Source: an optimization exercise on an open RTL-to-GDS flow (aim: small area, a short achievable clock period and few clock cycles per item). Production flows keep margins and buffers that such runs may drop. Function was checked by simulation only, so behaviour that the tests miss may differ from the original.

// rational_arithmetic_unit
module rational_arithmetic_unit (
  input  logic        clk_i,
  input  logic        rst_ni,
  input  logic        in_valid,
  output logic        in_ready,
  input  logic [2:0]  in_func,
  input  logic [31:0] in_left_numerator,
  input  logic [31:0] in_left_denominator,
  input  logic [31:0] in_right_numerator,
  input  logic [31:0] in_right_denominator,
  output logic        out_valid,
  input  logic        out_ready,
  output logic [31:0] out_result_numerator,
  output logic [30:0] out_result_denominator,
  output logic        out_is_equal,
  output logic [1:0]  out_status
);
  rau_back u_back (
    .clk_i      (clk_i),
    .rst_ni     (rst_ni),
    .in_valid_i (in_valid),
    .in_ready_o (in_ready),
    .func_i     (in_func),
    .ln_i       (in_left_numerator),
    .ld_i       (in_left_denominator),
    .rn_i       (in_right_numerator),
    .rd_i       (in_right_denominator),
    .out_valid_o(out_valid),
    .out_ready_i(out_ready),
    .num_o      (out_result_numerator),
    .den_o      (out_result_denominator),
    .eq_o       (out_is_equal),
    .status_o   (out_status)
  );
endmodule
Size: ~200 I/O pins, ~43,000 sq um of cells after synthesis.
Settings: LEC_CHECK=0, CAP_MARGIN=20, CORE_MARGIN=2, CORE_UTILIZATION=40, PLACE_DENSITY=0.6, SLEW_MARGIN=20; clock period 12.0 ns.
standard.sh (not shown) runs the stock make flow with config.mk's settings and CLKGATE_MAP_FILE= SYNTH_SCRIPT=/design/flow/synth_recipe.tcl, a recipe that flattens the netlist after the stock synthesis.
==> flow/flow/run.sh <==
#!/bin/bash
# The standard layout, with repair_timing asked for extra setup slack so
# that the design is sized for a shorter clock than the 12 ns constraint.
set -o pipefail
bash standard.sh SETUP_SLACK_MARGIN=7 finish > flow_standard.log 2>&1
Testbench counts at the start, summed over its fixed seeds: cycles 60,459, items 1,280.
Edit:
--- a/flow/design.v
+++ b/flow/design.v
@@ -302,17 +302,17 @@
       l3_q     <= '0;
       l1_q     <= mult1_in;
       l2_q     <= mult2_in;
       jm1_q    <= jm1_in;
       mlast_q  <= (jm1_in == 4'd0);
     end
     if (fin) begin
       status_q <= s_early_q ? pst_q : (align_fin && ovf) ? rau_pkg::ST_OVERFLOW : rau_pkg::ST_OK;
-      eq_q     <= comb_fin && (a_v[63:0] == b_v) && (sa_q == sb_q || a_v == '0);
+      eq_q     <= comb_fin && (addsub[63:0] == '0) && (sa_q == sb_q || a_v == '0);
       zero_q <= !(i1_zero || (align_fin && !ovf));
       if (i1_zero) begin
         t_q <= '0;
         s_q <= 32'd1;
       end
     end
     if (s_mul_q) begin
       cnt_q   <= cnt_q + 6'd1;
Synthesized area went down slightly.
Flip-flop and latch count does not change.
Cell count shrinks slightly.
Clock-buffer cell count came out higher by 10.
Global-route usage is lower by 0.91 points.
Register-to-register slack degrades by 0.03 ns.
Die area shrinks slightly.
Testbench counts after the change, summed over its fixed seeds: cycles 60,459, items 1,280.


rational_arithmetic_unit, a different RTL version from the one above (not shown whole).
Size in the first run: about 5400 cells after synthesis, about 0.043 sq mm of cells after synthesis.
## rational_arithmetic_unit
module rational_arithmetic_unit (
  input  logic        clk_i,
  input  logic        rst_ni,
  input  logic        in_valid,
  output logic        in_ready,
  input  logic [2:0]  in_func,
  input  logic [31:0] in_left_numerator,
  input  logic [31:0] in_left_denominator,
  input  logic [31:0] in_right_numerator,
  input  logic [31:0] in_right_denominator,
  output logic        out_valid,
  input  logic        out_ready,
  output logic [31:0] out_result_numerator,
  output logic [30:0] out_result_denominator,
  output logic        out_is_equal,
  output logic [1:0]  out_status
);
export LEC_CHECK = 0
export CAP_MARGIN = 20
export CORE_MARGIN = 2
export CORE_UTILIZATION = 40
export PLACE_DENSITY = 0.6
export SLEW_MARGIN = 20
create_clock -name core_clock -period 12.0 [get_ports {clk_i}]
Scripts as last shown in full above: flow/flow/run.sh
Testbench counts at the start, summed over its fixed seeds: cycles 60,789, items 1,280.
==> next run, changes <==
--- a/flow/design.v
+++ b/flow/design.v
@@ -55,20 +55,20 @@
   input  logic [31:0] rd_i,
   output logic        out_valid_o,
   input  logic        out_ready_i,
   output logic [31:0] num_o,
   output logic [30:0] den_o,
   output logic        eq_o,
   output logic [1:0]  status_o
 );
-  logic        s_idle_q, s_early_q, s_mul_q, s_comb_q, s_i1_q, s_i2_q, s_align_q, s_quot_q, s_fin2_q;
+  logic        s_idle_q, s_early_q, s_mul_q, s_comb_q, s_i1_q, s_i2_q, s_align_q, s_quot_q;
   logic        f_mul_q, f_div_q, f_md_q, f_mdn_q, f_eq_q, f_neg_q, f_sub_q, f_as_q;
   logic        sa_q, sb_q, fa_q, fb_q, fc_q, rneg_q, nfirst_q;
-  logic        sticky_q, ov_q, eq_q, last_q, mlast_q, zero_q, fitbad_q;
+  logic        sticky_q, ov_q, eq_q, last_q, mlast_q, zero_q;
   logic [1:0]  status_q, pst_q;
   logic [5:0]  cnt_q;
   logic [3:0]  jm1_q;
   logic [6:0]  z1_q;
   logic [5:0]  bud_q;
   logic        pb1_q, pb2_q;
   logic [31:0] ra_q, rb_q;
   logic [34:0] h1_q, h2_q, h3_q;
@@ -197,17 +197,17 @@
   function automatic logic fits32(input logic [33:0] v);
     fits32 = (v[33:31] == 3'b000) || (v[33:31] == 3'b111);
   endfunction
   assign t_fit  = fits32(tsum);
   assign s_fit  = fits32(ssum);
   assign xt_fit = fits32(xt_n);
   assign xs_fit = fits32(xs_n);
   assign b_zero = (b_v == '0);
-  assign ovf    = sticky_q || (!b_zero && (zb >= {1'b0, bud_q}));
+  assign ovf    = sticky_q || !t_fit || !s_fit || (!b_zero && (zb >= {1'b0, bud_q}));
   assign done   = ovf || b_zero;
   logic [6:0] kd;
   assign kd   = zb - z1_q;
   logic [6:0] kk;
   assign kk   = nfirst_q ? kd : 7'd0 - kd;
   logic acc;
   assign acc         = s_idle_q | (s_early_q & !ov_q) | (s_comb_q & f_eq_q & !ov_q);
   assign in_ready_o  = acc;
@@ -216,30 +216,29 @@
   assign den_o       = s_q[30:0] & {31{!zero_q}};
   assign eq_o        = eq_q;
   assign status_o    = status_q;
   logic comb_go, comb_fin, comb_swap, i1_zero, align_fin, fin, quot_exit;
   assign comb_go   = s_comb_q & !ov_q & !f_eq_q & (!f_as_q | qb);
   assign comb_swap = s_comb_q & !ov_q & f_as_q & !qb;
   assign comb_fin  = s_comb_q & !ov_q & f_eq_q;
   assign i1_zero   = s_i1_q & !ov_q & b_zero;
-  assign align_fin = s_align_q & ovf;
-  assign fin       = (s_early_q & !ov_q) | comb_fin | align_fin | i1_zero | s_fin2_q;
+  assign align_fin = s_align_q & done;
+  assign fin       = (s_early_q & !ov_q) | comb_fin | align_fin | i1_zero;
   assign quot_exit = s_quot_q & (last_q | sticky_q | !xt_fit | !xs_fit);
   always_ff @(posedge clk_i or negedge rst_ni) begin
     if (!rst_ni) begin
       s_idle_q  <= 1'b1;
       s_early_q <= 1'b0;
       s_mul_q   <= 1'b0;
       s_comb_q  <= 1'b0;
       s_i1_q    <= 1'b0;
       s_i2_q    <= 1'b0;
       s_align_q <= 1'b0;
       s_quot_q  <= 1'b0;
-      s_fin2_q  <= 1'b0;
       ov_q      <= 1'b0;
     end else begin
       if (out_ready_i) ov_q <= 1'b0;
       if (fin) ov_q <= 1'b1;
       if (s_early_q && !ov_q) begin
         s_early_q <= 1'b0;
         s_idle_q  <= 1'b1;
       end
@@ -262,24 +261,19 @@
         s_i2_q   <= !b_zero;
       end
       if (s_i2_q) begin
         s_i2_q   <= 1'b0;
         s_quot_q <= 1'b1;
       end
       if (s_align_q) begin
         s_align_q <= 1'b0;
-        s_idle_q  <= ovf;
-        s_fin2_q  <= !ovf && b_zero;
+        s_idle_q  <= done;
         s_quot_q  <= !done;
       end
-      if (s_fin2_q) begin
-        s_fin2_q <= 1'b0;
-        s_idle_q <= 1'b1;
-      end
       if (quot_exit) begin
         s_quot_q  <= 1'b0;
         s_align_q <= 1'b1;
       end
       if (acc && in_valid_i) begin
         s_idle_q  <= 1'b0;
         s_comb_q  <= 1'b0;
         s_early_q <= early;
@@ -317,19 +311,19 @@
       rb_q     <= ld_i;
       l3_q     <= '0;
       l1_q     <= mult1_in;
       l2_q     <= mult2_in;
       jm1_q    <= jm1_in;
       mlast_q  <= (jm1_in == 4'd0);
     end
     if (fin) begin
-      status_q <= s_early_q ? pst_q : (align_fin || (s_fin2_q && fitbad_q)) ? rau_pkg::ST_OVERFLOW : rau_pkg::ST_OK;
+      status_q <= s_early_q ? pst_q : (align_fin && ovf) ? rau_pkg::ST_OVERFLOW : rau_pkg::ST_OK;
       eq_q     <= comb_fin && (a_v[63:0] == b_v) && (sa_q == sb_q || a_v == '0);
-      zero_q <= !(i1_zero || (s_fin2_q && !fitbad_q));
+      zero_q <= !(i1_zero || (align_fin && !ovf));
       if (i1_zero) begin
         t_q <= '0;
         s_q <= 32'd1;
       end
     end
     if (s_mul_q) begin
       cnt_q   <= cnt_q + 6'd1;
       mlast_q <= (cnt_q[3:0] + 4'd1 == jm1_q);
@@ -385,18 +379,16 @@
       rb_q <= s_q;
       s_q  <= ssum[31:0];
       l3_q <= '0;
       h3_q <= '0;
       {h2_q[33:0], l2_q} <= {2'b00, bsh};
       cnt_q  <= zb[5:0];
       last_q <= (zb[5:0] == 6'd0);
       bud_q  <= bud_q - zb[5:0];
-      fitbad_q <= !t_fit || !s_fit;
-      if (!t_fit || !s_fit) sticky_q <= 1'b1;
     end
     if (s_quot_q) begin
       l3_q <= xt_n[31:0];
       h3_q <= {3'b000, xs_n[31:0]};
       if (!xt_fit || !xs_fit) sticky_q <= 1'b1;
       if (!last_q) begin
         {h1_q[32:0], l1_q} <= {asel[63:0], 1'b0};
         cnt_q  <= cnt_q - 6'd1;
Final cell count increases by 2.0%.
Worst setup slack degrades by 97 ps.
First-iteration DRC count increases by 18%.
Wire length decreases by 3.1%.
Sequential share of layout area decreases by 0.17 points.
Final area stays flat.
Die area is about the same.
Hold slack degrades by 25 ps.
Utilization stays flat.
Critical path depth decreases by 1.
Global-route usage decreases by 1.2 points.
Testbench counts after the change, summed over its fixed seeds: cycles 60,459, items 1,280.

==> re-timing with driven ports <==
No port has a modelled driver above. Below, the same layouts with a new extraction and two added sets of constraints.
Step 1, drivers: a clkbuf_16 drives clk_i and a buf_2 each remaining input, both assumed.
Step 2 also shifts input and output timing later by t, the mid clock arrival at the registers, as if the neighbouring blocks saw the same clock.
Three values: ideal, step 1, step 2; two values: the first two.
run | shift t [ns] | setup WS [ns] | latest minus earliest clock arrival (ns) | cell pins on the clock port's net
the first run of note 1 | 0.707 | 6.914 / 6.914 / 6.382 | 0.039 / 0.039 | 1
the second run of note 1 | 0.697 | 6.888 / 6.888 / 6.370 | 0.033 / 0.032 | 1
the first run of note 2 | 0.728 | 6.911 / 6.911 / 6.408 | 0.051 / 0.050 | 1
the second run of note 2 | 0.704 | 6.814 / 6.814 / 6.465 | 0.021 / 0.021 | 1
After both steps every run listed still meets setup and hold. For the first run of note 1, which loses most, drivers alone change the setup slack by 0.000 ns; drivers and shift together by -0.532 ns.
